Context: an optimization exercise on an open-source flow, tuned for small area, a short achievable clock period and few clock cycles per item. The choices shown serve that exercise and are no tape-out recipe.
The RTL was checked by simulation tests, not by an equivalence proof against the original design.

== wip/lagoon ==
==> flow/design.v (excerpt) <==
module square_root_unit
#(
    parameter int FRAC_BITS = 16
) (
    input  logic                                  aclk,
    input  logic                                  aresetn,
    input  logic                                  s_valid,
    output logic                                  s_ready,
    input  logic signed [sru_pkg::RADICAND_W-1:0] s_radicand,
    output logic                                  m_valid,
    input  logic                                  m_ready,
    output logic        [sru_pkg::ROOT_W-1:0]     m_root,
    output logic                                  m_invalid
);
clock: 4.5 ns
lec_check: 0
abc_area: 1
cap_margin: 20
core_margin: 2
core_utilization: 50
cts_buf_list: sky130_fd_sc_hd__clkbuf_16
cts_cluster_diameter: 80
cts_cluster_size: 32
slew_margin: 20
run.sh (not shown) runs the stock make flow with config.mk's settings and CLKGATE_MAP_FILE= SYNTH_SCRIPT=/design/flow/synth_recipe.tcl, a recipe that flattens the netlist after the stock synthesis.
Testbench counts of wip/lagoon, summed over its fixed seeds: cycles 32,088, items 32,000.
For wip/fjord, these inputs were changed with respect to wip/lagoon:
==> flow/flow/run.sh (new file) <==
#!/bin/bash
set -euo pipefail
bash standard.sh ADDER_MAP_FILE= finish > flow_make.log 2>&1
==> flow/standard.sh (new file) <==
#!/bin/bash
# synth_recipe.tcl (not shown) runs the flow's synth.tcl, then flattens the netlist and writes it again
# the make line also repeats each setting of config.mk as NAME=value (left out here)
make -C /OpenROAD-flow-scripts/flow DESIGN_CONFIG=/design/flow/config.mk WORK_HOME=/design/flow/orfs CLKGATE_MAP_FILE= SYNTH_SCRIPT=/design/flow/synth_recipe.tcl "${@:-finish}"
removed: flow/run.sh
Comparing wip/lagoon and wip/fjord, the lower area of the multi-input gates was measured on wip/lagoon.
R6[10] as the last element of the critical path was reported by wip/lagoon, and R8[15] by wip/fjord.
Between wip/lagoon and wip/fjord, the worst setup slack before clock tree synthesis is lower for wip/lagoon.
Per the comparison of wip/fjord with wip/lagoon, actual slew at the worst max-slew pin went down, sequential share of cell area moved down, fmax climbed about 7%, worst setup slack up 0.26 ns.
The inputs of wip/ember differ from those of wip/fjord as listed below.
Settings: setting SETUP_SLACK_MARGIN to 0.6 for the first time.
### Flow results
wip/fjord has lower share of the core filled with cells in the final layout than wip/ember. Going from wip/fjord to wip/ember, design area +550 um^2; cell count +45. Of wip/ember and wip/fjord, the lower met2 usage in global routing belongs to wip/fjord. Against wip/fjord, normalized max-slew margin in wip/ember came out worse. When wip/ember is measured against wip/fjord, its clock-pin slew of the registers on the worst-case setup and hold paths turns out 0.02 ns higher. Q7[6] as the critical path launch point was reported by wip/ember, and Q7[15] by wip/fjord.
Inputs modified between wip/ember and wip/harbor:
Settings: changing SETUP_SLACK_MARGIN from 0.6 to 1.2.
==> comparison <==
Total via count after detailed routing went up by a little under 10% going from wip/ember to wip/harbor. On minimum period implied by the final worst setup slack, wip/ember loses to wip/harbor. Taking wip/ember as the reference, in wip/harbor number of antenna violations at the first check in global routing saw a decrease; total routed wirelength higher. The setup slack of the critical path after layout number comes out lower for wip/ember vs wip/harbor. Diff wip/ember -> wip/harbor | global-route usage | increase of 0.58 points.
Modified inputs, wip/onyx compared to wip/harbor
Settings: SETUP_SLACK_MARGIN: 1.2 -> 0.8.
Findings:
Synthesis-to-layout area growth ends up higher on wip/harbor.
Net count of the finished layout (wip/onyx vs. wip/harbor) decreases by a few percent
From wip/harbor to wip/onyx the numbers moved as follows: total wirelength of the detailed-routed design went down by 7.8 mm; count of placed standard cells in the final layout, fillers left out went down by 5.3%.
On share of the core filled with cells: wip/onyx sits below wip/harbor.
What wip/pepper does differently from wip/onyx at the input level:
Settings: CTS_CLUSTER_SIZE changed from 32 to 16; CTS_CLUSTER_DIAMETER changed from 80 to 50; CTS_BUF_LIST changed from sky130_fd_sc_hd__clkbuf_16 to sky130_fd_sc_hd__clkbuf_8; SETUP_SLACK_MARGIN removed (was 0.8).
==> flow/run.sh (new file) <==
#!/bin/bash
# synth_recipe.tcl (not shown) runs the flow's synth.tcl, then flattens the netlist and writes it again
# the make line also repeats each setting of config.mk as NAME=value (left out here)
make -C /OpenROAD-flow-scripts/flow DESIGN_CONFIG=/design/flow/config.mk WORK_HOME=/design/flow/orfs CLKGATE_MAP_FILE= SYNTH_SCRIPT=/design/flow/synth_recipe.tcl finish
removed: flow/flow/run.sh
removed: flow/standard.sh
Going from wip/onyx to wip/pepper, worst hold slack grows by 0.017 ns. Comparing wip/pepper and wip/onyx, wire length on met3 is lower on wip/pepper. Diff wip/pepper and wip/onyx: routed wire length lower in wip/pepper. Start point of the critical path = m_ready: wip/onyx; start point of the critical path = R7[0]: wip/pepper. Reported for wip/pepper and wip/onyx, I/O pin total turned out identical to the last digit. Taking wip/pepper as 1.0, wip/onyx lands at 1.11 on die area. [compare] base=wip/onyx new=wip/pepper: final worst setup slack fell 0.73 ns, number of instances in the synthesized netlist fell 1,435.

-- re-timing with driven ports --
The results above use ideal ports. As a check the final layouts listed here were re-extracted and re-timed, cells and wires unchanged.
Step 1, drivers: a clkbuf_16 drives aclk and a buf_2 each remaining input, both assumed.
Step 2, shift: input delay + t, output delay - t, t = (earliest + latest rising clock arrival at the registers) / 2. This alone moves slack from input paths to output paths.
Three values: no drivers, after step 1, after step 2; two values: the first two.
run | t (ns) | slack for setup (ns) | slew at the worst register clock pin (ns) | worst slew at a driven data input, ns | cell pins on the clock port's net
wip/lagoon | 0.676 | 0.284 / 0.284 / 0.284 | 0.10 / 0.10 | 0.04 | 1
wip/fjord | 0.695 | 0.549 / 0.549 / 0.549 | 0.10 / 0.10 | 0.05 | 1
wip/ember | 0.637 | 0.828 / 0.828 / 0.828 | 0.11 / 0.11 | 0.05 | 1
wip/harbor | 0.681 | 1.169 / 1.169 / 1.169 | 0.11 / 0.11 | 0.04 | 1
wip/onyx | 0.639 | 0.995 / 0.971 / 0.971 | 0.11 / 0.11 | 0.05 | 1
wip/pepper | 0.723 | 0.270 / 0.270 / 0.270 | 0.09 / 0.09 | 0.04 | 1
After both steps setup and hold are still met in every run listed. The setup slack of wip/onyx, which loses most, moves by -0.024 ns with the drivers and by -0.024 ns with both steps.
